This is an optimization exercise on Yosys and OpenROAD, whose aim is small area, a short achievable clock period and few clock cycles, not a production implementation. At most, simulation tests tie the RTL to the original design; equivalence was not proved. No functional check of the RTL was part of runs 3 to 6.

## flow/design.v (module list and top-level ports; edited modules follow where they fit)
// module bmcs_setup: 136 lines
// module bmcs_sqtree: 1127 lines
// module bmcs_bisect: 160 lines
// module bmcs_dstep2: 18 lines
// module bmcs_divide1: 82 lines
// module bmcs_divide2: 85 lines
// module bezier_middle_control_solver: 109 lines
module bezier_middle_control_solver (
   input  logic                  clock,
   input  logic                  reset,
   input  logic                  req_tvalid,
   output logic                  req_tready,
   input  logic [REQ_DATA_W-1:0] req_tdata,
   output logic                  rsp_tvalid,
   input  logic                  rsp_tready,
   output logic [RSP_DATA_W-1:0] rsp_tdata
);
  // ...
==> flow/flow/run.sh <==
#!/bin/bash
# Standard layout with a tighter setup target for timing repair.
set -e
echo "export SETUP_SLACK_MARGIN = 9.5" >> config.mk
bash standard.sh > standard.log 2>&1
==> flow/standard.sh <==
#!/bin/bash
# synth_recipe.tcl (not shown) runs the flow's synth.tcl, then flattens the netlist and writes it again
# the make line also repeats each setting of config.mk as NAME=value (left out here)
make -C /OpenROAD-flow-scripts/flow DESIGN_CONFIG=/design/flow/config.mk WORK_HOME=/design/flow/orfs CLKGATE_MAP_FILE= SYNTH_SCRIPT=/design/flow/synth_recipe.tcl "${@:-finish}"
==> flow/config.mk <==
export PLATFORM = sky130hd
export DESIGN_NAME = bezier_middle_control_solver
export DESIGN_NICKNAME = bezier_middle_control_solver
export VERILOG_FILES = /design/flow/design.v
export SDC_FILE = /design/flow/constraint.sdc
export NUM_CORES = 8
export LEC_CHECK = 0
export CAP_MARGIN = 40
export CORE_MARGIN = 2
export CORE_UTILIZATION = 55
export CTS_BUF_LIST = sky130_fd_sc_hd__clkbuf_8
export SLEW_MARGIN = 40
export SETUP_SLACK_MARGIN = 9.5
==> flow/constraint.sdc <==
create_clock -name core_clock -period 15.0 [get_ports {clock}]
set_input_delay 3.0000 -clock core_clock [delete_from_list [all_inputs] [get_ports {clock}]]
set_output_delay 3.0000 -clock core_clock [all_outputs]
set_load 0.01 [all_outputs]
==> run_summary.xml, run 1 <==
<?xml version="1.0" encoding="UTF-8"?>
<metrics>
  <group name="synth">
    <metric name="synthesis.area_per_instance" unit="um2">8.90</metric>
  </group>
  <group name="clock_network">
    <metric name="numClockSinks" unit="">2001</metric>
    <metric name="cts.root.buffer_cell" unit="">clkbuf_8</metric>
    <metric name="cts_tree" unit="">done</metric>
  </group>
  <group name="die">
    <metric name="std_cell_rows" unit="">211</metric>
  </group>
  <group name="finish">
    <metric name="largest_register_ffs" unit="">114</metric>
    <metric name="layout_commonest_cell" unit="">nor2_1</metric>
    <metric name="layout.nets" unit="">23800</metric>
    <metric name="utilization" unit="%">62.2</metric>
  </group>
  <group name="flow_run">
    <metric name="maxCapViolations" unit="">0</metric>
  </group>
  <group name="critical_path">
    <metric name="worst_r2r_startpoint" unit="">u_setup.cnt[1]</metric>
    <metric name="crit_chain" unit="">buf_12 -&gt; buf_12 -&gt; xnor2_4 -&gt; o32ai_1 -&gt; o22ai_1 -&gt; and2_4 -&gt; nand3_4 -&gt; nor4_4 -&gt; buf_4 -&gt; a21oi_2 -&gt; xnor2_1 -&gt; ha_1 -&gt; inv_1 -&gt; o21bai_1 -&gt; a21o_1 -&gt; a21o_1 -&gt; a21oi_2 -&gt; o31ai_2 -&gt; o21bai_2 -&gt; a31oi_4 -&gt; a2111oi_0 -&gt; or3_1 -&gt; mux2i_1 -&gt; or3b_1</metric>
    <metric name="worst-endpoint-required" unit="ps">15900</metric>
    <metric name="critical_path.max_stage_delay" unit="ps">420</metric>
  </group>
  <group name="status">
    <metric name="result_of_the_run" unit="">no timing/DRC/antenna violations</metric>
  </group>
  <group name="global_routing">
    <metric name="grt_use_met3" unit="%">9.48</metric>
    <metric name="grt_usage" unit="%">39.0</metric>
    <metric name="grt_pass1_wl" unit="um">995000</metric>
    <metric name="use_met2" unit="%">55.0</metric>
  </group>
  <group name="place">
    <metric name="io_buffer_count" unit="">278</metric>
    <metric name="dpl_hpwl" unit="um">525000</metric>
  </group>
  <group name="detailed_routing">
    <metric name="topRoutingLayerUsed" unit="">met5</metric>
    <metric name="detail_route.wl_per_cell" unit="um">26.9</metric>
  </group>
  <group name="sta">
    <metric name="slew_viol_final" unit="">0</metric>
    <metric name="finClkSkew" unit="ps">90.9</metric>
    <metric name="setup_viol" unit="">0</metric>
    <metric name="final.min_clock_period" unit="ps">5650</metric>
  </group>
</metrics>
Testbench counts, summed over its fixed seeds: cycles 5,648.
==> run 2, diff against run 1 <==
--- a/flow/config.mk
+++ b/flow/config.mk
@@ -8,5 +8,5 @@
 export CAP_MARGIN = 40
 export CORE_MARGIN = 2
-export CORE_UTILIZATION = 55
+export CORE_UTILIZATION = 60
 export CTS_BUF_LIST = sky130_fd_sc_hd__clkbuf_8
 export SLEW_MARGIN = 40
==> run_summary.xml, run 2 <==
<?xml version="1.0" encoding="UTF-8"?>
<metrics>
  <group name="status">
    <metric name="result_of_the_run" unit="">no timing/DRC/antenna violations</metric>
  </group>
  <group name="clock_network">
    <metric name="clock_tree.htree_level_count" unit="">5</metric>
    <metric name="cts_hold_buffers" unit="">0</metric>
    <metric name="cts.root.buffer_cell" unit="">clkbuf_8</metric>
    <metric name="clk_latency" unit="ps">1160</metric>
    <metric name="cts_made_buffers" unit="">361</metric>
    <metric name="numClockSinks" unit="">2001</metric>
    <metric name="cts_tree" unit="">done</metric>
    <metric name="cts_buffer_depth" unit="">4</metric>
    <metric name="clkTransAtPathRegs" unit="ps">60</metric>
  </group>
  <group name="synth">
    <metric name="synth-edff-count" unit="">952</metric>
    <metric name="most_instantiated_cells_after_synthesis" unit="">nor2_1 (1992), nand2_1 (1916), ha_1 (1836)</metric>
    <metric name="syn-cell-area" unit="mm2">0.183</metric>
    <metric name="top_cells_by_area_synth" unit="">edfxtp_1 (16%), ha_1 (13%), fa_1 (12%), dfxtp_1 (11%), xnor2_1 (5.9%)</metric>
    <metric name="async_flop_share" unit="%">0</metric>
    <metric name="synthMostInstantiatedCell" unit="">nor2_1</metric>
    <metric name="synth-seq-cells" unit="">2001</metric>
    <metric name="synth_ff_type" unit="">dfxtp_1</metric>
    <metric name="synth_top_cell_area_share" unit="%">15.6</metric>
    <metric name="netlist.top_cell.by_area" unit="">edfxtp_1</metric>
    <metric name="syn_inst" unit="">20500</metric>
    <metric name="synth_sequential_area_ratio" unit="%">27.1</metric>
    <metric name="synthesis.area_per_instance" unit="um2">8.90</metric>
    <metric name="yosys.cell_types.count" unit="">128</metric>
    <metric name="yosysWarningCount" unit="">4</metric>
  </group>
  <group name="sta">
    <metric name="finalCritPeriodShare" unit="%">37.7</metric>
    <metric name="final.min_clock_period" unit="ps">5650</metric>
    <metric name="finalSetupTns" unit="ps">0</metric>
    <metric name="maxSlewHeadroom" unit="%">16.0</metric>
    <metric name="setup_viol" unit="">0</metric>
    <metric name="slew_viol_final" unit="">0</metric>
    <metric name="achievable-frequency" unit="MHz">177</metric>
    <metric name="tightestPinTransition" unit="ps">1260</metric>
    <metric name="finClkSkew" unit="ps">125</metric>
    <metric name="finalHoldViolations" unit="">0</metric>
    <metric name="unrepaired_setup_endpoints_after_global_routing" unit="">yes</metric>
  </group>
  <group name="die">
    <metric name="top_level_ports" unit="">286</metric>
    <metric name="die_w" unit="um">556</metric>
    <metric name="floorplan.initialDensity" unit="%">60.3</metric>
    <metric name="core_area" unit="mm2">0.303</metric>
    <metric name="die_area" unit="mm2">0.309</metric>
    <metric name="std_cell_rows" unit="">202</metric>
    <metric name="die_h" unit="um">556</metric>
  </group>
  <group name="detailed_routing">
    <metric name="drt_iter0_markers" unit="">20700</metric>
    <metric name="detail_route.wl_per_cell" unit="um">26.8</metric>
    <metric name="antenna_violating_nets_post_route" unit="">0</metric>
    <metric name="drt_wl_total" unit="um">669000</metric>
    <metric name="drcViolationCount" unit="">0</metric>
    <metric name="dr.pass1.iters" unit="">7</metric>
    <metric name="detail_route.vias_per_cell" unit="">6.44</metric>
    <metric name="via_count" unit="">161000</metric>
  </group>
  <group name="critical_path">
    <metric name="crit_family" unit="">adder cells</metric>
    <metric name="crit_chain" unit="">clkbuf_8 -&gt; buf_16 -&gt; xor2_1 -&gt; nand2_1 -&gt; fa_1 -&gt; fa_1 -&gt; fa_2 -&gt; inv_1 -&gt; fa_2 -&gt; fa_2 -&gt; fa_1 -&gt; nor2_1 -&gt; a31oi_1</metric>
    <metric name="criticalPathCategory" unit="">register to register</metric>
    <metric name="critical-path-slowest-cell" unit="">xor2_1</metric>
    <metric name="worst-endpoint-required" unit="ps">15890</metric>
    <metric name="endpoint_type_of_the_worst_setup_path" unit="">register</metric>
    <metric name="critical_path.max_stage_delay" unit="ps">1010</metric>
    <metric name="worst-path-max-fanout" unit="">20</metric>
    <metric name="arrival" unit="ps">6540</metric>
    <metric name="cp_num_buf_inv" unit="">3</metric>
    <metric name="crit_path_start_kind" unit="">register</metric>
  </group>
  <group name="finish">
    <metric name="registers_with_the_most_flip_flops" unit="">u_bisect.c1r x114, u_bisect.c0r x111, u_bisect.c2r x109</metric>
    <metric name="layout_commonest_cell" unit="">nor2_1</metric>
    <metric name="syn_to_final_growth" unit="%">11.8</metric>
    <metric name="final_layout_fill_cell_count" unit="">24800</metric>
    <metric name="finish.instance_area" unit="mm2">0.204</metric>
    <metric name="largest-register" unit="">u_bisect.c1r</metric>
    <metric name="largest_register_ffs" unit="">114</metric>
    <metric name="commonest_non_fill_non_tap_cells_in_the_layout" unit="">nor2_1 (1900), nand2_1 (1882), ha_1 (1757)</metric>
    <metric name="layout-drive-gt1-share" unit="%">9.95</metric>
    <metric name="layout.nets" unit="">23800</metric>
  </group>
  <group name="global_routing">
    <metric name="antenna_found_initial" unit="">29</metric>
    <metric name="maximum_number_of_pins_on_one_net_before_global_route_repair" unit="">187</metric>
    <metric name="gr-total-overflow" unit="">0</metric>
    <metric name="grt_usage" unit="%">41.6</metric>
    <metric name="via_count_of_the_first_global_routing_pass" unit="">150000</metric>
    <metric name="grt_pass1_wl" unit="um">972000</metric>
  </group>
  <group name="place">
    <metric name="io_buffer_count" unit="">278</metric>
    <metric name="gp_congestion" unit="">1.05</metric>
    <metric name="dpl_hpwl" unit="um">514000</metric>
    <metric name="placed_cell_area" unit="mm2">0.189</metric>
  </group>
  <group name="min_path">
    <metric name="worst_hold_path_type" unit="">register to register</metric>
  </group>
  <group name="flow_run">
    <metric name="maxCapViolations" unit="">0</metric>
  </group>
</metrics>
run 2: cell counts after synthesis:
No cell type changed its count.
run 2: kinds of logic after synthesis:
kind of cell,synth area share [%]
xor gates and xnor gates,8.86
DFF,27.1
AOI/OAI and AO/OA,18.4
adders and majority gates,24.4
buffers and inverters,5.01
other,0.00205
and+or+nand+nor,14.1
muxes,2.17
run 2: worst paths after layout:
path | startpoint | endpoint | slack [ps] | depth (start not counted)
max | u_setup.op[32] | u_setup.sqs[32] | 9350 | 13
min | u_divide1.t[7] | u_divide2.t[7] | 420 | 0
max reg2reg | u_setup.op[32] | u_setup.sqs[32] | 9350 | 13
min reg2reg | u_divide1.t[7] | u_divide2.t[7] | 420 | 0
run 2: metrics by stage:
step           util (%)  hold slack, ps  setup slack, ps  instances
6_report           67.5             416             9350      25000
5_1_grt            67.5             426             9260      25000
4_1_cts            66.1             418             9480      24800
3_5_place_dp       62.5             405             7430      24000
3_3_place_gp       62.3             400             7420      24000
2_1_floorplan         -             400             9260      20600
run 2: worst register-to-register path: cells and delay by family, from the launching register on:
kind | cells | cell delay, ps
compound gates | 1 | 90
xor+xnor | 1 | 1020
fa+ha+maj | 6 | 2880
buf+inv | 3 | 710
flops | 1 | 330
simple gates | 2 | 420
run 2: repair_timing:
item | in CTS | in global routing
buffers inserted | 88 | 154
gates resized for setup | 397 | 474
endpoints found under the setup margin | 852 | 490
pin swaps | 65 | 143
gates cloned | 26 | 20
run 2: final cells by class:
class,instances,area [um2],share of cell area (%)
timing repair buffer,745,8190,4.01
clock inverter,271,1940,0.949
sequential,2001,49600,24.3
multi-input combinational,16200,129000,63.0
clock buffer,393,5410,2.65
tap,3978,4980,2.43
inverter,1389,5330,2.61
antenna,33,82.6,0.0404
run 2: layer usage:
| layer | wire length, um | global-route usage (%) | part of all wire [%] |
|---|---|---|---|
| met1 | 283000 | 61.7 | 42 |
| met2 | 265000 | 56.9 | 40 |
| met3 | 93000 | 12.4 | 14 |
| met4 | 27700 | 14.2 | 4.1 |
| met5 | 892 | 0.438 | 0.13 |
==> module bmcs_bisect, before the edit <==
module bmcs_bisect (
   input  logic                    clock,
   input  logic                    reset,
   input  logic                    s_full,
   output logic                    s_take,
   input  logic [64:0]             i_uu,
   input  logic signed [65:0]      i_g,
   input  logic signed [ACC_W-1:0] i_c1,
   input  logic signed [68:0]      i_c2,
   input  logic [32:0]             i_dpx,
   input  logic [32:0]             i_dpy,
   input  logic [32:0]             i_spx,
   input  logic [32:0]             i_spy,
   input  logic [36:0]             i_nqx,
   input  logic [36:0]             i_nqy,
   input  logic                    i_z0,
   input  logic                    v_idle,
   output logic                    h_valid,
   output logic [64:0]             h_nx,
   output logic [64:0]             h_ny,
   output logic [31:0]             h_d,
   output logic [T_W-1:0]          h_t,
   output logic                    h_exact,
   output logic                    h_zt
);
   logic         busy, waiting, exact, zt, z0, zcr, enr, mx, px;
   logic [3:0]   rnd;
   logic [15:2]  t0;
   logic [110:0] c0r;
   logic [113:0] c1r;
   logic [108:0] c2r;
   logic [100:0] c3r;
   logic [62:0]  nx0, ny0, nx1, ny1;
   logic [59:0]  sx2, sy2;
   logic [28:0]  d0;
   logic [29:0]  d1;
   wire [3:0] j      = 4'd14 - rnd;
   wire last         = (rnd == 4'd13);
   wire frozen       = exact || zt || waiting;
   wire sn           = !c0r[110];        
   wire hit          = !frozen && zcr;   
   wire hit0         = !frozen && !zcr && z0;   
   assign h_valid = busy && (last || waiting) && v_idle;
   assign s_take  = s_full && (!busy || h_valid);
   logic [116:0] C0, C1, C2, C3, X1, X2, X3, c0n, c1n, c2n;
   assign C0 = {c0r, 6'd0};
   assign C1 = {c1r[113], c1r, 2'd0};
   assign C2 = {{4{c2r[108]}}, c2r, 4'd0};
   assign C3 = {10'd0, c3r, 6'd0};
   assign X1 = {c1r[113] ^ sn, c1r ^ {114{sn}}, 2'd0};
   assign X2 = {{4{c2r[108] ^ sn}}, c2r ^ {109{sn}}, 4'd0};
   assign X3 = {{10{sn}}, c3r ^ {101{sn}}, 6'd0};
   logic [116:0] O1, O4, s1, y1, S0, Y0;
   assign O1 = C0 | (117'(sn) << 2) | 117'(sn);
   assign O4 = C3 ^ {117{sn}};
   assign s1 = O1 ^ X1 ^ C2;
   assign y1 = ((O1 & X1) | (O1 & C2) | (X1 & C2)) << 1;
   assign S0 = s1 ^ y1 ^ O4;
   assign Y0 = ((s1 & y1) | (s1 & O4) | (y1 & O4)) << 1;
   assign c0n = S0 + Y0;
   wire zcn = ((S0 ^ Y0) == ((S0 | Y0) << 1));
   logic [116:0] s3, y3, S3, Y3;
   assign s3  = C1 ^ (C3 << 1) ^ C3;
   assign y3  = ((C1 & (C3 << 1)) | (C1 & C3) | ((C3 << 1) & C3)) << 1;
   assign S3  = s3 ^ (y3 | (117'(sn) << 5)) ^ (X2 << 1);
   assign Y3  = ((s3 & (y3 | (117'(sn) << 5))) | (s3 & (X2 << 1)) | ((y3 | (117'(sn) << 5)) & (X2 << 1))) << 1;
   assign c1n = S3 + Y3;
   assign c2n = C2 + (X3 << 1) + X3 + (117'(sn) << 7) + (117'(sn) << 6);
   logic [64:0] NX0, NX1, NY0, NY1, SX2, SY2, nx0n, ny0n, nx1n, ny1n;
   assign NX0 = {nx0, 2'd0};
   assign NY0 = {ny0, 2'd0};
   assign NX1 = {nx1, 2'd0};
   assign NY1 = {ny1, 2'd0};
   assign SX2 = {{3{sx2[59]}}, sx2, 2'd0};
   assign SY2 = {{3{sy2[59]}}, sy2, 2'd0};
   assign nx0n = NX0 + ((NX1 & {65{px}}) | (~NX1 & {65{mx}})) + (~SX2 & {65{enr}})
               + {63'd0, mx, px};
   assign ny0n = NY0 + ((NY1 & {65{px}}) | (~NY1 & {65{mx}})) + (~SY2 & {65{enr}})
               + {63'd0, mx, px};
   assign nx1n = {NX1[64], NX1[64:1]} + ((SX2 & {65{mx}}) | (~SX2 & {65{px}})) + 65'(px);
   assign ny1n = {NY1[64], NY1[64:1]} + ((SY2 & {65{mx}}) | (~SY2 & {65{px}})) + 65'(px);
   logic [33:0] D0, D1, P2, d0n, d1n;
   assign D0  = {2'd0, d0, 3'd0};
   assign D1  = {d1[29], d1, 3'd0};
   assign P2  = 34'd2 << (2 * j);
   assign d0n = D0 + ((D1 & {34{px}}) | (~D1 & {34{mx}})) + ((~P2) & {34{enr}})
              + {32'd0, mx, px};
   assign d1n = {D1[33], D1[33:1]} + ((P2 & {34{mx}}) | (~P2 & {34{px}})) + 34'(px);
   logic [15:2] t0n;
   always_comb begin
      t0n = t0;
      if (px || hit) t0n[j + 1] = 1'b1;
   end
   wire exn = exact || hit;
   wire ztn = zt || hit0;
   wire enn = !(exn || ztn || waiting || last) && !zcn && !z0;
   assign h_nx    = nx0n;
   assign h_ny    = ny0n;
   assign h_d     = d0n[31:0];
   assign h_t     = ztn ? '0 : {1'b0, t0n, !exn, 1'b0};
   assign h_exact = exn || ztn;
   assign h_zt    = ztn;
   always_ff @(posedge clock) begin
      if (reset) begin
         busy <= 1'b0;
      end else if (s_take) begin
         busy <= 1'b1;
      end else if (h_valid) begin
         busy <= 1'b0;
      end
   end
   always_ff @(posedge clock) begin
      if (s_take) begin
         rnd     <= '0;
         waiting <= 1'b0;
         exact   <= 1'b0;
         zt      <= 1'b0;
         z0      <= i_z0;
         zcr     <= (i_g == '0);
         enr     <= (i_g != '0) && !i_z0;
         mx      <= (i_g != '0) && !i_z0 && !i_g[65];
         px      <= (i_g != '0) && !i_z0 && i_g[65];
         t0      <= '0;
         c0r     <= {{6{i_g[65]}}, i_g, 39'd0};
         c1r     <= {{3{i_c1[ACC_W-1]}}, i_c1, 40'd0};
         c2r     <= {{2{i_c2[68]}}, i_c2, 38'd0};
         c3r     <= {i_uu, 36'd0};
         nx0     <= {i_nqx, 26'd0};
         ny0     <= {i_nqy, 26'd0};
         nx1     <= {{2{i_dpx[32]}}, i_dpx, 28'd0};
         ny1     <= {{2{i_dpy[32]}}, i_dpy, 28'd0};
         sx2     <= {i_spx[32], i_spx, 26'd0};
         sy2     <= {i_spy[32], i_spy, 26'd0};
         d0      <= 29'h1000_0000;
         d1      <= '0;
      end else begin
         if (!waiting) rnd <= rnd + 4'd1;
         if (last) waiting <= 1'b1;
         exact <= exn;
         zt    <= ztn;
         t0    <= t0n;
         c0r   <= c0n[116:6];
         zcr   <= zcn;
         enr   <= enn;
         mx    <= enn && !c0n[116];
         px    <= enn && c0n[116];
         c1r   <= c1n[116:3];
         c2r   <= c2n[114:6];
         c3r   <= {3'd0, c3r[100:3]};
         nx0   <= nx0n[64:2];
         ny0   <= ny0n[64:2];
         nx1   <= nx1n[64:2];
         ny1   <= ny1n[64:2];
         sx2   <= {{2{sx2[59]}}, sx2[59:2]};
         sy2   <= {{2{sy2[59]}}, sy2[59:2]};
         d0    <= d0n[31:3];
         d1    <= d1n[32:3];
      end
   end
endmodule
==> run 3, diff against run 2 <==
--- a/flow/design.v
+++ b/flow/design.v
@@ -1299,7 +1299,7 @@
    logic [3:0]   rnd;
    logic [15:2]  t0;
-   logic [110:0] c0r;
-   logic [113:0] c1r;
-   logic [108:0] c2r;
+   logic [107:0] c0r;
+   logic [111:0] c1r;
+   logic [107:0] c2r;
    logic [100:0] c3r;
    logic [62:0]  nx0, ny0, nx1, ny1;
@@ -1310,20 +1310,20 @@
    wire last         = (rnd == 4'd13);
    wire frozen       = exact || zt || waiting;
-   wire sn           = !c0r[110];        
+   wire sn           = !c0r[107];        
    wire hit          = !frozen && zcr;   
    wire hit0         = !frozen && !zcr && z0;   
    assign h_valid = busy && (last || waiting) && v_idle;
    assign s_take  = s_full && (!busy || h_valid);
-   logic [116:0] C0, C1, C2, C3, X1, X2, X3, c0n, c1n, c2n;
+   logic [113:0] C0, C1, C2, C3, X1, X2, X3, c0n, c1n, c2n;
    assign C0 = {c0r, 6'd0};
-   assign C1 = {c1r[113], c1r, 2'd0};
-   assign C2 = {{4{c2r[108]}}, c2r, 4'd0};
-   assign C3 = {10'd0, c3r, 6'd0};
-   assign X1 = {c1r[113] ^ sn, c1r ^ {114{sn}}, 2'd0};
-   assign X2 = {{4{c2r[108] ^ sn}}, c2r ^ {109{sn}}, 4'd0};
-   assign X3 = {{10{sn}}, c3r ^ {101{sn}}, 6'd0};
-   logic [116:0] O1, O4, s1, y1, S0, Y0;
-   assign O1 = C0 | (117'(sn) << 2) | 117'(sn);
-   assign O4 = C3 ^ {117{sn}};
+   assign C1 = {c1r, 2'd0};
+   assign C2 = {{2{c2r[107]}}, c2r, 4'd0};
+   assign C3 = {7'd0, c3r, 6'd0};
+   assign X1 = {c1r ^ {112{sn}}, 2'd0};
+   assign X2 = {{2{c2r[107] ^ sn}}, c2r ^ {108{sn}}, 4'd0};
+   assign X3 = {{7{sn}}, c3r ^ {101{sn}}, 6'd0};
+   logic [113:0] O1, O4, s1, y1, S0, Y0;
+   assign O1 = C0 | (114'(sn) << 2) | 114'(sn);
+   assign O4 = C3 ^ {114{sn}};
    assign s1 = O1 ^ X1 ^ C2;
    assign y1 = ((O1 & X1) | (O1 & C2) | (X1 & C2)) << 1;
@@ -1332,11 +1332,11 @@
    assign c0n = S0 + Y0;
    wire zcn = ((S0 ^ Y0) == ((S0 | Y0) << 1));
-   logic [116:0] s3, y3, S3, Y3;
+   logic [113:0] s3, y3, S3, Y3;
    assign s3  = C1 ^ (C3 << 1) ^ C3;
    assign y3  = ((C1 & (C3 << 1)) | (C1 & C3) | ((C3 << 1) & C3)) << 1;
-   assign S3  = s3 ^ (y3 | (117'(sn) << 5)) ^ (X2 << 1);
-   assign Y3  = ((s3 & (y3 | (117'(sn) << 5))) | (s3 & (X2 << 1)) | ((y3 | (117'(sn) << 5)) & (X2 << 1))) << 1;
+   assign S3  = s3 ^ (y3 | (114'(sn) << 5)) ^ (X2 << 1);
+   assign Y3  = ((s3 & (y3 | (114'(sn) << 5))) | (s3 & (X2 << 1)) | ((y3 | (114'(sn) << 5)) & (X2 << 1))) << 1;
    assign c1n = S3 + Y3;
-   assign c2n = C2 + (X3 << 1) + X3 + (117'(sn) << 7) + (117'(sn) << 6);
+   assign c2n = C2 + (X3 << 1) + X3 + (114'(sn) << 7) + (114'(sn) << 6);
    logic [64:0] NX0, NX1, NY0, NY1, SX2, SY2, nx0n, ny0n, nx1n, ny1n;
    assign NX0 = {nx0, 2'd0};
@@ -1394,7 +1394,7 @@
          px      <= (i_g != '0) && !i_z0 && i_g[65];
          t0      <= '0;
-         c0r     <= {{6{i_g[65]}}, i_g, 39'd0};
-         c1r     <= {{3{i_c1[ACC_W-1]}}, i_c1, 40'd0};
-         c2r     <= {{2{i_c2[68]}}, i_c2, 38'd0};
+         c0r     <= {{3{i_g[65]}}, i_g, 39'd0};
+         c1r     <= {i_c1[ACC_W-1], i_c1, 40'd0};
+         c2r     <= {i_c2[68], i_c2, 38'd0};
          c3r     <= {i_uu, 36'd0};
          nx0     <= {i_nqx, 26'd0};
@@ -1412,11 +1412,11 @@
          zt    <= ztn;
          t0    <= t0n;
-         c0r   <= c0n[116:6];
+         c0r   <= c0n[113:6];
          zcr   <= zcn;
          enr   <= enn;
-         mx    <= enn && !c0n[116];
-         px    <= enn && c0n[116];
-         c1r   <= c1n[116:3];
-         c2r   <= c2n[114:6];
+         mx    <= enn && !c0n[113];
+         px    <= enn && c0n[113];
+         c1r   <= {c1n[113], c1n[113:3]};
+         c2r   <= c2n[113:6];
          c3r   <= {3'd0, c3r[100:3]};
          nx0   <= nx0n[64:2];
==> flow/flow/run.sh (replaced) <==
#!/bin/bash
# Standard layout with a tighter setup target for timing repair.
set -e
echo "export SETUP_SLACK_MARGIN = 9" >> config.mk
bash standard.sh > standard.log 2>&1
--- a/flow/config.mk
+++ b/flow/config.mk
@@ -11,3 +11,3 @@
 export CTS_BUF_LIST = sky130_fd_sc_hd__clkbuf_8
 export SLEW_MARGIN = 40
-export SETUP_SLACK_MARGIN = 9.5
+export SETUP_SLACK_MARGIN = 9
==> run_summary.xml, run 3 <==
<?xml version="1.0" encoding="UTF-8"?>
<metrics>
  <group name="status">
    <metric name="result_of_the_run" unit="">no timing/DRC/antenna violations</metric>
  </group>
  <group name="finish">
    <metric name="finish.instance_area" unit="mm2">0.197</metric>
    <metric name="largest-register" unit="">u_bisect.c1r</metric>
    <metric name="layout_commonest_cell" unit="">nand2_1</metric>
    <metric name="flip_flop_and_latch_area" unit="mm2">0.0495</metric>
    <metric name="layout-drive-gt1-share" unit="%">6.63</metric>
    <metric name="utilization" unit="%">65.7</metric>
    <metric name="multi_input_area" unit="mm2">0.124</metric>
    <metric name="syn_to_final_growth" unit="%">9.18</metric>
    <metric name="layout.nets" unit="">23400</metric>
    <metric name="final_layout_fill_cell_count" unit="">25600</metric>
    <metric name="largest_register_ffs" unit="">111</metric>
    <metric name="commonest_non_fill_non_tap_cells_in_the_layout" unit="">nand2_1 (2012), nor2_1 (1901), ha_1 (1809)</metric>
    <metric name="registers_with_the_most_flip_flops" unit="">u_bisect.c1r x111, u_bisect.c0r x108, u_bisect.c2r x108</metric>
  </group>
  <group name="clock_network">
    <metric name="clkTransAtPathRegs" unit="ps">70</metric>
    <metric name="cts_tree" unit="">done</metric>
    <metric name="cts_buffer_depth" unit="">4</metric>
    <metric name="numClockSinks" unit="">1994</metric>
    <metric name="clock_tree.htree_level_count" unit="">5</metric>
    <metric name="cts.root.buffer_cell" unit="">clkbuf_8</metric>
    <metric name="cts_made_buffers" unit="">363</metric>
    <metric name="clk_latency" unit="ps">1150</metric>
  </group>
  <group name="detailed_routing">
    <metric name="via_count" unit="">157000</metric>
    <metric name="dr.pass1.iters" unit="">9</metric>
    <metric name="drt_wl_total" unit="um">652000</metric>
    <metric name="drt_iter0_markers" unit="">19900</metric>
    <metric name="drcViolationCount" unit="">0</metric>
    <metric name="detail_route.wl_per_cell" unit="um">26.5</metric>
    <metric name="topRoutingLayerUsed" unit="">met5</metric>
    <metric name="wl_met2" unit="um">254000</metric>
    <metric name="antenna_violating_nets_post_route" unit="">0</metric>
    <metric name="wl_met1" unit="um">278000</metric>
    <metric name="detail_route.vias_per_cell" unit="">6.39</metric>
    <metric name="dr_wl_met3" unit="um">89300</metric>
  </group>
  <group name="synth">
    <metric name="yosysWarningCount" unit="">4</metric>
    <metric name="top_cells_by_area_synth" unit="">edfxtp_1 (16%), ha_1 (13%), fa_1 (12%), dfxtp_1 (12%), xnor2_1 (6.2%)</metric>
    <metric name="synth_top_cell_area_share" unit="%">15.9</metric>
    <metric name="async_flop_share" unit="%">0</metric>
    <metric name="synth_top_family_by_area" unit="">adder cells</metric>
    <metric name="synth_ff_type" unit="">dfxtp_1</metric>
    <metric name="synth_compound_area_share" unit="%">17.8</metric>
    <metric name="synth-seq-cells" unit="">1994</metric>
    <metric name="most_instantiated_cells_after_synthesis" unit="">nand2_1 (2027), nor2_1 (1931), ha_1 (1820)</metric>
    <metric name="post_synthesis_simple_gate_area_fraction" unit="%">14.4</metric>
    <metric name="syn_inst" unit="">20400</metric>
    <metric name="netlist.top_cell.by_area" unit="">edfxtp_1</metric>
    <metric name="syn-cell-area" unit="mm2">0.180</metric>
    <metric name="synthMuxAreaShare" unit="%">1.79</metric>
    <metric name="synth_xor_area_share" unit="%">9.05</metric>
    <metric name="synth_sequential_area_ratio" unit="%">27.4</metric>
    <metric name="yosys.cell_types.count" unit="">106</metric>
    <metric name="synthesis.area_per_instance" unit="um2">8.85</metric>
    <metric name="synth-edff-count" unit="">952</metric>
    <metric name="synth_adder_area_share" unit="%">24.5</metric>
    <metric name="synthMostInstantiatedCell" unit="">nand2_1</metric>
  </group>
  <group name="min_path">
    <metric name="worst_hold_path.num_cells" unit="">0</metric>
    <metric name="timing.hold.worst_endpoint" unit="">u_divide2.t[11]</metric>
    <metric name="worst_hold_path_type" unit="">register to register</metric>
    <metric name="startpoint_of_the_tightest_hold_check_path" unit="">u_divide1.t[11]</metric>
  </group>
  <group name="die">
    <metric name="core_area" unit="mm2">0.299</metric>
    <metric name="die_h" unit="um">552</metric>
    <metric name="die_area" unit="mm2">0.305</metric>
    <metric name="floorplan.initialDensity" unit="%">60.2</metric>
    <metric name="std_cell_rows" unit="">201</metric>
    <metric name="top_level_ports" unit="">286</metric>
    <metric name="die_w" unit="um">552</metric>
  </group>
  <group name="flow_run">
    <metric name="maxCapViolations" unit="">0</metric>
  </group>
  <group name="sta">
    <metric name="finalSetupTns" unit="ps">0</metric>
    <metric name="finClkSkew" unit="ps">87.3</metric>
    <metric name="slew_viol_final" unit="">0</metric>
    <metric name="finalCritPeriodShare" unit="%">40.9</metric>
    <metric name="achievable-frequency" unit="MHz">163</metric>
    <metric name="finalHoldViolations" unit="">0</metric>
    <metric name="setup_viol" unit="">0</metric>
    <metric name="tightestPinTransition" unit="ps">1110</metric>
    <metric name="maxSlewHeadroom" unit="%">25.9</metric>
    <metric name="final.min_clock_period" unit="ps">6140</metric>
    <metric name="unrepaired_setup_endpoints_after_global_routing" unit="">yes</metric>
  </group>
  <group name="critical_path">
    <metric name="critical_path.max_stage_delay" unit="ps">720</metric>
    <metric name="criticalPathCategory" unit="">register to register</metric>
    <metric name="worst_r2r_startpoint" unit="">u_setup.xa</metric>
    <metric name="r2r-end" unit="">u_setup.acc[67]</metric>
    <metric name="crit_family" unit="">compound AO/OA/AOI/OAI gates</metric>
    <metric name="arrival" unit="ps">7000</metric>
    <metric name="crit_chain" unit="">clkbuf_8 -&gt; and2_1 -&gt; fa_1 -&gt; ha_1 -&gt; a21oi_1 -&gt; o21ai_0 -&gt; a31oi_1 -&gt; o32ai_1 -&gt; o31a_1 -&gt; o21ai_1 -&gt; a41oi_2 -&gt; or4b_2 -&gt; a31oi_2 -&gt; o21ai_0 -&gt; xor2_1</metric>
    <metric name="endpoint_type_of_the_worst_setup_path" unit="">register</metric>
    <metric name="worst_r2r_path_depth" unit="">15</metric>
    <metric name="critical-path-slowest-cell" unit="">or4b_2</metric>
    <metric name="worst-path-max-fanout" unit="">66</metric>
    <metric name="cp.depth" unit="">15</metric>
    <metric name="crit_path_start_kind" unit="">register</metric>
    <metric name="cp_num_buf_inv" unit="">1</metric>
    <metric name="critical_path.most_common_cell" unit="">o21ai_0</metric>
    <metric name="worst-endpoint-required" unit="ps">15860</metric>
    <metric name="ff2ff_setup_slack" unit="ps">8860</metric>
  </group>
  <group name="place">
    <metric name="gp_congestion" unit="">1.04</metric>
    <metric name="dpl_hpwl" unit="um">512000</metric>
    <metric name="placed_cell_area" unit="mm2">0.186</metric>
    <metric name="io_buffer_count" unit="">278</metric>
  </group>
  <group name="global_routing">
    <metric name="via_count_of_the_first_global_routing_pass" unit="">148000</metric>
    <metric name="antenna_found_initial" unit="">42</metric>
    <metric name="grt_usage" unit="%">41.5</metric>
    <metric name="maximum_number_of_pins_on_one_net_before_global_route_repair" unit="">191</metric>
    <metric name="grt_pass1_wl" unit="um">957000</metric>
    <metric name="gr-total-overflow" unit="">0</metric>
  </group>
</metrics>
run 3: area by class of cell:
class                           instances  area share, %
Antenna cell                           35         0.0445
Inverter                             1381           2.67
Clock buffer                          414           2.90
Timing Repair Buffer                  564           2.96
Clock inverter                        252          0.946
Sequential cell                      1994           25.2
Tap cell                             3958           2.52
Multi-Input combinational cell      16000           62.8
run 3: layer usage:
| layer | vias up | GRT usage, % |
|---|---|---|
| li1 | 70700 | - |
| met1 | 76300 | 60.7 |
| met2 | 8874 | 56.4 |
| met3 | 1438 | 12.9 |
| met4 | 16 | 16.2 |
| met5 | - | 0.844 |
run 3: how the worst max path moves through the flow:
stage                 startpoint  slack, ps                 to
2_1_floorplan     u_setup.cnt[0]       8990    u_setup.sqc[28]
6_report              u_setup.xa       8860    u_setup.acc[67]
3_3_place_gp   u_bisect.c0r[107]       6850  u_bisect.c2r[100]
3_5_place_dp   u_bisect.c0r[107]       7030  u_bisect.c0r[105]
5_1_grt        u_bisect.c0r[107]       8880  u_bisect.c0r[105]
4_1_cts          u_bisect.c3r[4]       9000  u_bisect.c1r[103]
run 3: metrics by stage:
stage / hold slack [ps] / cells / setup slack (ps)
after floorplan: 400 / 20400 / 8990
after global placement: 402 / 23800 / 6850
after detailed placement: 405 / 23800 / 7030
after CTS: 418 / 24500 / 9000
after global routing: 422 / 24600 / 8880
final: 419 / 24600 / 8860
run 3: logic make-up after synthesis:
kind of cell / count (synthesis)
AOI/OAI and AO/OA: 5176
adders and majority gates: 2892
other: 1
and+or+nand+nor: 5779
xor gates and xnor gates: 1860
buffers and inverters: 2367
DFF: 1994
muxes: 295
run 3: timing repair:
action | 4_1_cts | 5_1_grt
gates cloned | 4 | 7
pin swaps | 7 | 24
endpoints found under the setup margin | 724 | 358
endpoints found under the hold margin | 0 | 0
buffers inserted | 40 | 31
gates resized for setup | 159 | 173
hold buffers | 0 | 0
==> run 4, diff against run 3 <==
==> flow/flow/run.sh (replaced) <==
#!/bin/bash
# Standard layout with a tighter setup target for timing repair.
set -e
echo "export SETUP_SLACK_MARGIN = 10" >> config.mk
bash standard.sh > standard.log 2>&1
--- a/flow/config.mk
+++ b/flow/config.mk
@@ -11,3 +11,3 @@
 export CTS_BUF_LIST = sky130_fd_sc_hd__clkbuf_8
 export SLEW_MARGIN = 40
-export SETUP_SLACK_MARGIN = 9
+export SETUP_SLACK_MARGIN = 10
==> run_summary.xml, run 4 <==
<?xml version="1.0" encoding="UTF-8"?>
<metrics>
  <group name="synth">
    <metric name="syn_inst" unit="">20400</metric>
    <metric name="yosys.cell_types.count" unit="">106</metric>
    <metric name="top_cells_by_area_synth" unit="">edfxtp_1 (16%), ha_1 (13%), fa_1 (12%), dfxtp_1 (12%), xnor2_1 (6.2%)</metric>
    <metric name="netlist.top_cell.by_area" unit="">edfxtp_1</metric>
    <metric name="synth-edff-count" unit="">952</metric>
    <metric name="synth_ff_type" unit="">dfxtp_1</metric>
    <metric name="syn-cell-area" unit="mm2">0.180</metric>
    <metric name="most_instantiated_cells_after_synthesis" unit="">nand2_1 (2027), nor2_1 (1931), ha_1 (1820)</metric>
    <metric name="synthesis.area_per_instance" unit="um2">8.85</metric>
    <metric name="async_flop_share" unit="%">0</metric>
    <metric name="synth-seq-cells" unit="">1994</metric>
    <metric name="synthMostInstantiatedCell" unit="">nand2_1</metric>
    <metric name="synth_sequential_area_ratio" unit="%">27.4</metric>
    <metric name="yosysWarningCount" unit="">4</metric>
    <metric name="synth_top_cell_area_share" unit="%">15.9</metric>
  </group>
  <group name="critical_path">
    <metric name="criticalPathCategory" unit="">register to register</metric>
    <metric name="worst-path-max-fanout" unit="">15</metric>
    <metric name="crit_chain" unit="">buf_12 -&gt; o21ai_4 -&gt; o21ai_1 -&gt; o32ai_2 -&gt; nand4_1 -&gt; nor4b_2 -&gt; and2_4 -&gt; or3b_4 -&gt; or3b_4 -&gt; or3_4 -&gt; nand2_4 -&gt; xnor2_2 -&gt; ha_1 -&gt; a21oi_2 -&gt; o21ai_1 -&gt; a21o_1 -&gt; a21oi_4 -&gt; o21ai_2 -&gt; a311oi_2 -&gt; o31ai_1 -&gt; xnor2_1 -&gt; nand2_1 -&gt; nand2_1</metric>
    <metric name="crit_family" unit="">simple AND/OR/NAND/NOR gates</metric>
    <metric name="r2r-end" unit="">u_setup.aqy[36]</metric>
    <metric name="worst_r2r_path_depth" unit="">23</metric>
    <metric name="ff2ff_setup_slack" unit="ps">9280</metric>
    <metric name="critical-path-slowest-cell" unit="">o21ai_4</metric>
    <metric name="endpoint_type_of_the_worst_setup_path" unit="">register</metric>
    <metric name="crit_path_start_kind" unit="">register</metric>
    <metric name="cp_num_buf_inv" unit="">1</metric>
    <metric name="arrival" unit="ps">6570</metric>
    <metric name="critical_path.max_stage_delay" unit="ps">500</metric>
    <metric name="worst-endpoint-required" unit="ps">15850</metric>
    <metric name="worst_r2r_startpoint" unit="">u_setup.cnt[2]</metric>
  </group>
  <group name="global_routing">
    <metric name="via_count_of_the_first_global_routing_pass" unit="">154000</metric>
    <metric name="grt_use_met3" unit="%">15.3</metric>
    <metric name="maximum_number_of_pins_on_one_net_before_global_route_repair" unit="">166</metric>
    <metric name="use_met2" unit="%">59.0</metric>
    <metric name="gr-max-usage-layer" unit="">met1</metric>
    <metric name="gr-total-overflow" unit="">0</metric>
    <metric name="gr-usage-met1" unit="%">62.9</metric>
    <metric name="grt_usage" unit="%">43.9</metric>
    <metric name="antenna_found_initial" unit="">50</metric>
    <metric name="grt_pass1_wl" unit="um">1010000</metric>
  </group>
  <group name="finish">
    <metric name="largest-register" unit="">u_bisect.c1r</metric>
    <metric name="layout_commonest_cell" unit="">nand2_1</metric>
    <metric name="layout.nets" unit="">24100</metric>
    <metric name="syn_to_final_growth" unit="%">20.0</metric>
    <metric name="largest_register_ffs" unit="">111</metric>
    <metric name="final_layout_fill_cell_count" unit="">22400</metric>
    <metric name="layout-drive-gt1-share" unit="%">17.7</metric>
    <metric name="utilization" unit="%">72.3</metric>
    <metric name="registers_with_the_most_flip_flops" unit="">u_bisect.c1r x111, u_bisect.c0r x108, u_bisect.c2r x108</metric>
    <metric name="flip_flop_and_latch_area" unit="mm2">0.0496</metric>
    <metric name="multi_input_area" unit="mm2">0.135</metric>
    <metric name="commonest_non_fill_non_tap_cells_in_the_layout" unit="">nand2_1 (1961), nor2_1 (1680), a21oi_1 (1534)</metric>
  </group>
  <group name="clock_network">
    <metric name="clk_latency" unit="ps">1160</metric>
    <metric name="clock_tree.htree_level_count" unit="">5</metric>
    <metric name="cts.root.buffer_cell" unit="">clkbuf_8</metric>
    <metric name="numClockSinks" unit="">1994</metric>
    <metric name="cts_hold_buffers" unit="">0</metric>
    <metric name="cts_tree" unit="">done</metric>
    <metric name="clkTransAtPathRegs" unit="ps">70</metric>
    <metric name="cts_buffer_depth" unit="">4</metric>
    <metric name="cts_made_buffers" unit="">359</metric>
  </group>
  <group name="sta">
    <metric name="finalHoldViolations" unit="">0</metric>
    <metric name="finalCritPeriodShare" unit="%">38.1</metric>
    <metric name="finalSetupTns" unit="ps">0</metric>
    <metric name="tightestPinTransition" unit="ps">1210</metric>
    <metric name="setup_viol" unit="">0</metric>
    <metric name="final.hold.worst_slack" unit="ps">412</metric>
    <metric name="maxSlewHeadroom" unit="%">19.4</metric>
    <metric name="worst_slack" unit="ps">9280</metric>
    <metric name="finClkSkew" unit="ps">86.5</metric>
    <metric name="achievable-frequency" unit="MHz">175</metric>
    <metric name="slew_viol_final" unit="">0</metric>
    <metric name="unrepaired_setup_endpoints_after_global_routing" unit="">yes</metric>
    <metric name="final.min_clock_period" unit="ps">5720</metric>
  </group>
  <group name="place">
    <metric name="dp_worst_setup_slack" unit="ps">7530</metric>
    <metric name="gp_congestion" unit="">1.07</metric>
    <metric name="dpl_hpwl" unit="um">518000</metric>
    <metric name="io_buffer_count" unit="">278</metric>
  </group>
  <group name="die">
    <metric name="die_h" unit="um">552</metric>
    <metric name="floorplan.initialDensity" unit="%">60.2</metric>
    <metric name="top_level_ports" unit="">286</metric>
    <metric name="die_area" unit="mm2">0.305</metric>
    <metric name="std_cell_rows" unit="">201</metric>
    <metric name="core_area" unit="mm2">0.299</metric>
    <metric name="die_w" unit="um">552</metric>
  </group>
  <group name="min_path">
    <metric name="worst_hold_path.num_cells" unit="">0</metric>
    <metric name="worst_hold_path_type" unit="">register to register</metric>
    <metric name="startpoint_of_the_tightest_hold_check_path" unit="">u_divide1.t[2]</metric>
    <metric name="timing.hold.worst_endpoint" unit="">u_divide2.t[2]</metric>
  </group>
  <group name="detailed_routing">
    <metric name="detail_route.wl_per_cell" unit="um">28.3</metric>
    <metric name="antenna_violating_nets_post_route" unit="">0</metric>
    <metric name="drcViolationCount" unit="">0</metric>
    <metric name="drt_iter0_markers" unit="">23200</metric>
    <metric name="dr.pass1.iters" unit="">15</metric>
    <metric name="detail_route.vias_per_cell" unit="">6.54</metric>
    <metric name="via_count" unit="">166000</metric>
    <metric name="drt_wl_total" unit="um">717000</metric>
  </group>
  <group name="flow_run">
    <metric name="maxCapViolations" unit="">0</metric>
  </group>
  <group name="status">
    <metric name="result_of_the_run" unit="">no timing/DRC/antenna violations</metric>
  </group>
</metrics>
==> run 4: cell counts after synthesis <==
Identical to the previous run, type by type.
==> run 4: logic make-up (layout without fill, tap and decap cells) <==
| group | count (synthesis) | after routing | synth area share [%] |
|---|---|---|---|
| compound gates | 5176 | 5176 | 17.8 |
| fa+ha+maj | 2892 | 2892 | 24.5 |
| other cells | 1 | 41 | 0.00208 |
| xor+xnor | 1860 | 1861 | 9.05 |
| flops | 1994 | 1994 | 27.4 |
| mux | 295 | 295 | 1.79 |
| buf+inv | 2367 | 3339 | 4.99 |
| simple gates | 5779 | 5787 | 14.4 |
==> run 4: layout make-up <==
class,instances,share of cell area [%]
well taps,3958,2.29
flip-flops and latches,1994,22.9
repair buffers,1295,6.51
clock inverters,260,0.857
diodes,34,0.0393
inverters,1381,2.47
multi-input cells,16000,62.4
repair inverters,1,0.00405
clock buffers,402,2.56
==> run 4: how the worst max path moves through the flow <==
stage                            from                end  cells past startpoint
floorplan              u_setup.cnt[0]    u_setup.sqc[35]                     27
finish                 u_setup.cnt[2]    u_setup.aqy[36]                     23
CTS                    u_setup.cnt[0]    u_setup.aqy[30]                     23
detailed placement  u_bisect.c0r[107]  u_bisect.c2r[107]                     17
global placement    u_bisect.c0r[107]  u_bisect.c1r[110]                     17
global route           u_setup.cnt[0]    u_setup.aqy[35]                     26
==> run 4: repair_timing <==
item | in CTS | in global routing
setup buffers | 351 | 374
cloned | 51 | 38
resized for setup | 1447 | 1619
pin swaps | 262 | 725
endpoints found under the setup margin | 1123 | 663
==> run 4: metrics by stage <==
stage          instance area [um2]  instances
2_1_floorplan               181000      20400
3_3_place_gp                187000      23800
3_5_place_dp                187000      23800
4_1_cts                     205000      24900
5_1_grt                     216000      25300
6_report                    216000      25300
==> run 4: metal layers <==
| metal | wire length, um | vias up |
|---|---|---|
| li1 | - | 72200 |
| met4 | 42200 | 37 |
| met3 | 109000 | 2306 |
| met1 | 287000 | 80100 |
| met5 | 966 | - |
| met2 | 278000 | 11100 |
==> run 4: worst reg2reg max path, delay by kind of cell (launching register included) <==
kind | cells | cell delay [ps]
AOI/OAI and AO/OA | 10 | 2150
xor gates and xnor gates | 2 | 200
adders and majority gates | 1 | 350
buffers and inverters | 1 | 160
DFF | 1 | 350
and+or+nand+nor | 9 | 2250
==> run 5, diff against run 4 <==
==> flow/flow/run.sh (replaced) <==
#!/bin/bash
# Standard layout with a tighter setup target for timing repair.
set -e
echo "export SETUP_SLACK_MARGIN = 9.75" >> config.mk
bash standard.sh > standard.log 2>&1
--- a/flow/config.mk
+++ b/flow/config.mk
@@ -11,3 +11,3 @@
 export CTS_BUF_LIST = sky130_fd_sc_hd__clkbuf_8
 export SLEW_MARGIN = 40
-export SETUP_SLACK_MARGIN = 10
+export SETUP_SLACK_MARGIN = 9.75
==> run_summary.xml, run 5 <==
<?xml version="1.0" encoding="UTF-8"?>
<metrics>
  <group name="synth">
    <metric name="syn-cell-area" unit="mm2">0.180</metric>
    <metric name="syn_inst" unit="">20400</metric>
    <metric name="synth_sequential_area_ratio" unit="%">27.4</metric>
    <metric name="top_cells_by_area_synth" unit="">edfxtp_1 (16%), ha_1 (13%), fa_1 (12%), dfxtp_1 (12%), xnor2_1 (6.2%)</metric>
    <metric name="synth-seq-cells" unit="">1994</metric>
    <metric name="async_flop_share" unit="%">0</metric>
    <metric name="most_instantiated_cells_after_synthesis" unit="">nand2_1 (2027), nor2_1 (1931), ha_1 (1820)</metric>
    <metric name="synthesis.area_per_instance" unit="um2">8.85</metric>
    <metric name="synth-edff-count" unit="">952</metric>
    <metric name="yosys.cell_types.count" unit="">106</metric>
    <metric name="synthMostInstantiatedCell" unit="">nand2_1</metric>
    <metric name="synth_ff_type" unit="">dfxtp_1</metric>
    <metric name="synth_top_cell_area_share" unit="%">15.9</metric>
    <metric name="netlist.top_cell.by_area" unit="">edfxtp_1</metric>
    <metric name="yosysWarningCount" unit="">4</metric>
  </group>
  <group name="sta">
    <metric name="slew_viol_final" unit="">0</metric>
    <metric name="finalHoldViolations" unit="">0</metric>
    <metric name="unrepaired_setup_endpoints_after_global_routing" unit="">yes</metric>
    <metric name="maxSlewHeadroom" unit="%">25.4</metric>
    <metric name="finClkSkew" unit="ps">97.0</metric>
    <metric name="setup_viol" unit="">0</metric>
    <metric name="finalSetupTns" unit="ps">0</metric>
    <metric name="finalCritPeriodShare" unit="%">38.0</metric>
    <metric name="achievable-frequency" unit="MHz">175</metric>
    <metric name="final.min_clock_period" unit="ps">5710</metric>
    <metric name="tightestPinTransition" unit="ps">1120</metric>
  </group>
  <group name="flow_run">
    <metric name="maxCapViolations" unit="">0</metric>
  </group>
  <group name="status">
    <metric name="result_of_the_run" unit="">no timing/DRC/antenna violations</metric>
  </group>
  <group name="min_path">
    <metric name="worst_hold_path_type" unit="">register to register</metric>
  </group>
  <group name="clock_network">
    <metric name="cts_hold_buffers" unit="">0</metric>
    <metric name="numClockSinks" unit="">1994</metric>
    <metric name="cts.root.buffer_cell" unit="">clkbuf_8</metric>
    <metric name="clkTransAtPathRegs" unit="ps">70</metric>
    <metric name="clock_tree.htree_level_count" unit="">5</metric>
    <metric name="cts_made_buffers" unit="">361</metric>
    <metric name="cts_tree" unit="">done</metric>
    <metric name="cts_buffer_depth" unit="">4</metric>
    <metric name="clk_latency" unit="ps">1160</metric>
  </group>
  <group name="finish">
    <metric name="layout.nets" unit="">23700</metric>
    <metric name="largest-register" unit="">u_bisect.c1r</metric>
    <metric name="finish.instance_area" unit="mm2">0.206</metric>
    <metric name="syn_to_final_growth" unit="%">14.1</metric>
    <metric name="layout_commonest_cell" unit="">nand2_1</metric>
    <metric name="utilization" unit="%">68.7</metric>
    <metric name="flip_flop_and_latch_area" unit="mm2">0.0495</metric>
    <metric name="finish.cell_count_without_fillers" unit="">24900</metric>
    <metric name="largest_register_ffs" unit="">111</metric>
    <metric name="commonest_non_fill_non_tap_cells_in_the_layout" unit="">nand2_1 (1978), nor2_1 (1795), a21oi_1 (1680)</metric>
    <metric name="layout-drive-gt1-share" unit="%">12.0</metric>
    <metric name="multi_input_area" unit="mm2">0.129</metric>
    <metric name="final_layout_fill_cell_count" unit="">24200</metric>
    <metric name="registers_with_the_most_flip_flops" unit="">u_bisect.c1r x111, u_bisect.c0r x108, u_bisect.c2r x108</metric>
  </group>
  <group name="global_routing">
    <metric name="via_count_of_the_first_global_routing_pass" unit="">150000</metric>
    <metric name="grt_usage" unit="%">41.6</metric>
    <metric name="gr-total-overflow" unit="">0</metric>
    <metric name="maximum_number_of_pins_on_one_net_before_global_route_repair" unit="">187</metric>
    <metric name="grt_pass1_wl" unit="um">965000</metric>
    <metric name="antenna_found_initial" unit="">49</metric>
  </group>
  <group name="detailed_routing">
    <metric name="detail_route.vias_per_cell" unit="">6.44</metric>
    <metric name="antenna_violating_nets_post_route" unit="">0</metric>
    <metric name="via_count" unit="">160000</metric>
    <metric name="detail_route.wl_per_cell" unit="um">26.6</metric>
    <metric name="dr.pass1.iters" unit="">8</metric>
    <metric name="drt_iter0_markers" unit="">21300</metric>
    <metric name="drcViolationCount" unit="">0</metric>
    <metric name="drt_wl_total" unit="um">663000</metric>
  </group>
  <group name="die">
    <metric name="die_h" unit="um">552</metric>
    <metric name="top_level_ports" unit="">286</metric>
    <metric name="die_w" unit="um">552</metric>
    <metric name="die_area" unit="mm2">0.305</metric>
    <metric name="core_area" unit="mm2">0.299</metric>
    <metric name="floorplan.initialDensity" unit="%">60.2</metric>
    <metric name="std_cell_rows" unit="">201</metric>
  </group>
  <group name="critical_path">
    <metric name="critical_path.most_common_cell" unit="">a21o_1</metric>
    <metric name="crit_path_start_kind" unit="">register</metric>
    <metric name="cp_num_buf_inv" unit="">5</metric>
    <metric name="critical-path-slowest-cell" unit="">nor3_4</metric>
    <metric name="worst-path-max-fanout" unit="">9</metric>
    <metric name="critical_path.max_stage_delay" unit="ps">560</metric>
    <metric name="endpoint_type_of_the_worst_setup_path" unit="">register</metric>
    <metric name="worst-endpoint-required" unit="ps">15880</metric>
    <metric name="arrival" unit="ps">6580</metric>
    <metric name="crit_family" unit="">compound AO/OA/AOI/OAI gates</metric>
    <metric name="criticalPathCategory" unit="">register to register</metric>
  </group>
  <group name="place">
    <metric name="dpl_hpwl" unit="um">504000</metric>
    <metric name="io_buffer_count" unit="">278</metric>
    <metric name="dp.cells" unit="">23800</metric>
    <metric name="gp_congestion" unit="">1.04</metric>
    <metric name="placed_cell_area" unit="mm2">0.187</metric>
  </group>
</metrics>
## run 5: cell counts after synthesis
No cell type changed its count.
## run 5: per-stage QoR
step                      setup WS, ps  hold slack, ps
final                             9290             420
after global placement            6990             403
after CTS                         9420             419
after global routing              9120             407
after detailed placement          7460             407
after floorplan                   9100             400
## run 5: worst paths after layout
| check | start | to | slack [ps] | cells after the start |
|---|---|---|---|---|
| setup / recovery | u_setup.cnt[1] | u_setup.a2x[26] | 9290 | 25 |
| hold / removal | u_divide1.t[14] | u_divide2.t[14] | 420 | 0 |
| setup reg to reg | u_setup.cnt[1] | u_setup.a2x[26] | 9290 | 25 |
| hold reg to reg | u_divide1.t[14] | u_divide2.t[14] | 420 | 0 |
## run 5: final cells by class
| cell class | instances | share of cell area [%] |
|---|---|---|
| Antenna cell | 28 | 0.0341 |
| Clock buffer | 396 | 2.65 |
| Clock inverter | 272 | 0.967 |
| Inverter | 1381 | 2.57 |
| Multi-Input combinational cell | 16000 | 62.8 |
| Sequential cell | 1994 | 24.1 |
| Tap cell | 3958 | 2.41 |
| Timing Repair Buffer | 859 | 4.51 |
| Timing Repair inverter | 2 | 0.00791 |
## run 5: metal layers
layer  vias to the layer above  wire length [um]  global-route usage, %
met3                      1535             92300                   12.1
met5                         -               324                      0
met4                        28             28700                   14.8
met1                     77800            279000                   61.8
met2                      9625            263000                   57.0
li1                      71300                 -                      -
## run 5: kinds of logic after synthesis
family	share of synthesized area [%]
AND/OR/NAND/NOR	14.4
buffers and inverters	4.99
other	0.00208
AO/OA/AOI/OAI	17.8
adder cells (fa/ha/maj)	24.5
XOR/XNOR	9.05
flip-flops	27.4
multiplexers	1.79
## run 5: what timing repair did
item,in CTS,in global routing
setup buffers,140,189
resized for setup,663,808
gates cloned,32,22
setup endpoints to repair,951,561
endpoints found under the hold margin,0,0
pin swaps,94,235
==> run 6, diff against run 5 <==
==> flow/flow/run.sh (replaced) <==
#!/bin/bash
# Standard layout with a tighter setup target for timing repair.
set -e
echo "export SETUP_SLACK_MARGIN = 9.5" >> config.mk
bash standard.sh > standard.log 2>&1
--- a/flow/config.mk
+++ b/flow/config.mk
@@ -11,3 +11,3 @@
 export CTS_BUF_LIST = sky130_fd_sc_hd__clkbuf_8
 export SLEW_MARGIN = 40
-export SETUP_SLACK_MARGIN = 9.75
+export SETUP_SLACK_MARGIN = 9.5
==> run_summary.xml, run 6 <==
<?xml version="1.0" encoding="UTF-8"?>
<metrics>
  <group name="sta">
    <metric name="maxSlewHeadroom" unit="%">19.8</metric>
    <metric name="finalHoldViolations" unit="">0</metric>
    <metric name="unrepaired_setup_endpoints_after_global_routing" unit="">yes</metric>
    <metric name="final.hold.worst_slack" unit="ps">418</metric>
    <metric name="setup_viol" unit="">0</metric>
    <metric name="slew_viol_final" unit="">0</metric>
    <metric name="final.min_clock_period" unit="ps">5780</metric>
    <metric name="finalCritPeriodShare" unit="%">38.5</metric>
    <metric name="achievable-frequency" unit="MHz">173</metric>
    <metric name="finalSetupTns" unit="ps">0</metric>
    <metric name="tightestPinTransition" unit="ps">1200</metric>
    <metric name="finClkSkew" unit="ps">87.6</metric>
  </group>
  <group name="clock_network">
    <metric name="cts_tree" unit="">done</metric>
    <metric name="clock_tree.htree_level_count" unit="">5</metric>
    <metric name="clk_latency" unit="ps">1140</metric>
    <metric name="numClockSinks" unit="">1994</metric>
    <metric name="cts_made_buffers" unit="">362</metric>
    <metric name="cts.root.buffer_cell" unit="">clkbuf_8</metric>
    <metric name="clkTransAtPathRegs" unit="ps">70</metric>
    <metric name="cts_buffer_depth" unit="">4</metric>
  </group>
  <group name="synth">
    <metric name="netlist.top_cell.by_area" unit="">edfxtp_1</metric>
    <metric name="synth_top_cell_area_share" unit="%">15.9</metric>
    <metric name="synth_ff_type" unit="">dfxtp_1</metric>
    <metric name="top_cells_by_area_synth" unit="">edfxtp_1 (16%), ha_1 (13%), fa_1 (12%), dfxtp_1 (12%), xnor2_1 (6.2%)</metric>
    <metric name="synthesis.area_per_instance" unit="um2">8.85</metric>
    <metric name="yosysWarningCount" unit="">4</metric>
    <metric name="synth-edff-count" unit="">952</metric>
    <metric name="syn-cell-area" unit="mm2">0.180</metric>
    <metric name="yosys.cell_types.count" unit="">106</metric>
    <metric name="async_flop_share" unit="%">0</metric>
    <metric name="syn_inst" unit="">20400</metric>
    <metric name="most_instantiated_cells_after_synthesis" unit="">nand2_1 (2027), nor2_1 (1931), ha_1 (1820)</metric>
    <metric name="synth-seq-cells" unit="">1994</metric>
    <metric name="synthMostInstantiatedCell" unit="">nand2_1</metric>
    <metric name="synth_sequential_area_ratio" unit="%">27.4</metric>
  </group>
  <group name="critical_path">
    <metric name="endpoint_type_of_the_worst_setup_path" unit="">register</metric>
    <metric name="crit_chain" unit="">buf_12 -&gt; buf_12 -&gt; buf_16 -&gt; mux2i_1 -&gt; o21ai_0 -&gt; o21ai_2 -&gt; nand4_1 -&gt; or3_4 -&gt; or3b_4 -&gt; or3b_4 -&gt; or3_4 -&gt; o21ai_2 -&gt; xor2_1 -&gt; ha_2 -&gt; a21o_1 -&gt; nand2_1 -&gt; nand2_1 -&gt; a21o_1 -&gt; a21oi_2 -&gt; o31ai_2 -&gt; o41ai_2 -&gt; xnor2_1 -&gt; nand2_1 -&gt; nand2_1</metric>
    <metric name="arrival" unit="ps">6630</metric>
    <metric name="critical-path-slowest-cell" unit="">or3b_4</metric>
    <metric name="crit_path_start_kind" unit="">register</metric>
    <metric name="critical_path.most_common_cell" unit="">nand2_1</metric>
    <metric name="r2r-end" unit="">u_setup.aqy[35]</metric>
    <metric name="worst_r2r_path_depth" unit="">24</metric>
    <metric name="crit_family" unit="">simple AND/OR/NAND/NOR gates</metric>
    <metric name="ff2ff_setup_slack" unit="ps">9220</metric>
    <metric name="critical_path.max_stage_delay" unit="ps">430</metric>
    <metric name="cp_num_buf_inv" unit="">3</metric>
    <metric name="criticalPathCategory" unit="">register to register</metric>
    <metric name="cp.depth" unit="">24</metric>
    <metric name="worst-endpoint-required" unit="ps">15850</metric>
    <metric name="startpoint" unit="">u_setup.cnt[0]</metric>
    <metric name="worst-path-max-fanout" unit="">12</metric>
    <metric name="timing_endpoint_of_the_critical_path" unit="">u_setup.aqy[35]</metric>
    <metric name="worst_r2r_startpoint" unit="">u_setup.cnt[0]</metric>
  </group>
  <group name="die">
    <metric name="die_w" unit="um">552</metric>
    <metric name="die_area" unit="mm2">0.305</metric>
    <metric name="floorplan.initialDensity" unit="%">60.2</metric>
    <metric name="core_area" unit="mm2">0.299</metric>
    <metric name="std_cell_rows" unit="">201</metric>
    <metric name="top_level_ports" unit="">286</metric>
    <metric name="die_h" unit="um">552</metric>
  </group>
  <group name="global_routing">
    <metric name="grt_usage" unit="%">41.6</metric>
    <metric name="grt_pass1_wl" unit="um">964000</metric>
    <metric name="antenna_found_initial" unit="">46</metric>
    <metric name="via_count_of_the_first_global_routing_pass" unit="">150000</metric>
    <metric name="gr-total-overflow" unit="">0</metric>
    <metric name="maximum_number_of_pins_on_one_net_before_global_route_repair" unit="">196</metric>
  </group>
  <group name="detailed_routing">
    <metric name="drt_wl_total" unit="um">659000</metric>
    <metric name="via_count" unit="">158000</metric>
    <metric name="detail_route.wl_per_cell" unit="um">26.6</metric>
    <metric name="detail_route.vias_per_cell" unit="">6.40</metric>
    <metric name="drcViolationCount" unit="">0</metric>
    <metric name="antenna_violating_nets_post_route" unit="">0</metric>
    <metric name="dr.pass1.iters" unit="">8</metric>
    <metric name="drt_iter0_markers" unit="">20400</metric>
  </group>
  <group name="flow_run">
    <metric name="maxCapViolations" unit="">0</metric>
  </group>
  <group name="finish">
    <metric name="commonest_non_fill_non_tap_cells_in_the_layout" unit="">nand2_1 (1994), nor2_1 (1823), ha_1 (1743)</metric>
    <metric name="largest_register_ffs" unit="">111</metric>
    <metric name="layout_commonest_cell" unit="">nand2_1</metric>
    <metric name="registers_with_the_most_flip_flops" unit="">u_bisect.c1r x111, u_bisect.c0r x108, u_bisect.c2r x108</metric>
    <metric name="final_layout_fill_cell_count" unit="">24600</metric>
    <metric name="layout-drive-gt1-share" unit="%">9.64</metric>
    <metric name="syn_to_final_growth" unit="%">12.0</metric>
    <metric name="layout.nets" unit="">23600</metric>
    <metric name="largest-register" unit="">u_bisect.c1r</metric>
  </group>
  <group name="place">
    <metric name="io_buffer_count" unit="">278</metric>
    <metric name="gp_congestion" unit="">1.02</metric>
    <metric name="dpl_hpwl" unit="um">508000</metric>
  </group>
  <group name="status">
    <metric name="result_of_the_run" unit="">no timing/DRC/antenna violations</metric>
  </group>
  <group name="min_path">
    <metric name="worst_hold_path_type" unit="">register to register</metric>
  </group>
</metrics>
[run 6: area by class of cell]
class / instances / area (um2) / share of cell area (%)
clock inverters: 233 / 1750 / 0.865
flip-flops and latches: 1994 / 49500 / 24.5
well taps: 3958 / 4950 / 2.45
clock buffers: 438 / 6030 / 2.99
diodes: 26 / 65.1 / 0.0322
inverters: 1381 / 5310 / 2.63
multi-input cells: 16000 / 126000 / 62.7
repair inverters: 1 / 11.3 / 0.00558
repair buffers: 716 / 7770 / 3.85
[run 6: timing repair]
| item | in CTS | in global routing |
|---|---|---|
| pin swaps | 59 | 134 |
| hold buffers | 0 | 0 |
| cloned | 22 | 19 |
| setup buffers | 86 | 112 |
| endpoints found under the setup margin | 841 | 505 |
| gates resized for setup | 399 | 515 |
[run 6: logic make-up (layout without fill, tap and decap cells)]
group | count (synthesis) | count (layout) | synth area share [%]
simple gates | 5779 | 5782 | 14.4
compound gates | 5176 | 5177 | 17.8
fa+ha+maj | 2892 | 2892 | 24.5
buf+inv | 2367 | 2769 | 4.99
flops | 1994 | 1994 | 27.4
xor+xnor | 1860 | 1860 | 9.05
mux | 295 | 295 | 1.79
other cells | 1 | 33 | 0.00208
[run 6: worst min-delay path by stage]
stage,start,end,slack [ps],depth (start not counted)
6_report,u_divide1.ovfx,u_divide2.ovfx,420,0
3_5_place_dp,u_divide1.t[13],u_divide2.t[13],410,0
2_1_floorplan,u_divide1.exact,u_divide2.exact,400,0
5_1_grt,u_divide1.t[4],u_divide2.t[4],420,0
4_1_cts,u_divide1.exact,u_divide2.exact,410,0
3_3_place_gp,u_divide1.t[1],u_divide2.t[1],400,0
[run 6: metal layers]
metal	GRT usage (%)	vias up	part of all wire, %
met1	61.4	76500	42
li1	-	71000	-
met5	0.891	-	0.020
met2	55.3	9368	38
met4	15.7	22	4.7
met3	14.4	1489	15
[run 6: per-stage QoR]
stage	worst slack, ps	util [%]	std cells	instance area (um2)
final	9220	67.4	24800	202000
after global routing	9130	67.4	24800	202000
after CTS	9300	66.1	24600	198000
after detailed placement	7000	62.5	23800	187000
after global placement	6640	62.3	23800	186000
after floorplan	9140	-	20400	181000

[port drivers added, routing unchanged]
In the flow no input, the clock included, has a driving cell. The finished layouts below were timed again as built, in two steps. Step 1: set_driving_cell puts a clkbuf_16 on clock and a buf_2 on each other input, an assumption about the parent block. Step 2, shift: input delay + t, output delay - t, t = (earliest + latest rising clock arrival at the registers) / 2. This alone moves slack from input paths to output paths. a / b / c = ideal / step 1 / step 2; a / b = the first two.
run | t (ns) | setup WS [ns] | worst register clock-pin slew, ns | worst data-port slew with drivers (ns)
run 1 | 1.247 | 9.352 / 9.352 / 9.171 | 0.08 / 0.08 | 0.08
run 2 | 1.215 | 9.347 / 9.347 / 9.015 | 0.08 / 0.08 | 0.07
run 3 | 1.221 | 8.864 / 8.864 / 8.864 | 0.08 / 0.08 | 0.23
run 4 | 1.240 | 9.281 / 9.281 / 9.281 | 0.08 / 0.08 | 0.12
run 5 | 1.224 | 9.293 / 9.293 / 9.035 | 0.07 / 0.07 | 0.12
run 6 | 1.216 | 9.219 / 9.219 / 9.219 | 0.07 / 0.07 | 0.12
After both steps every run listed still meets setup and hold. For run 2, which loses most, drivers alone change the setup slack by 0.000 ns; drivers and shift together by -0.332 ns.
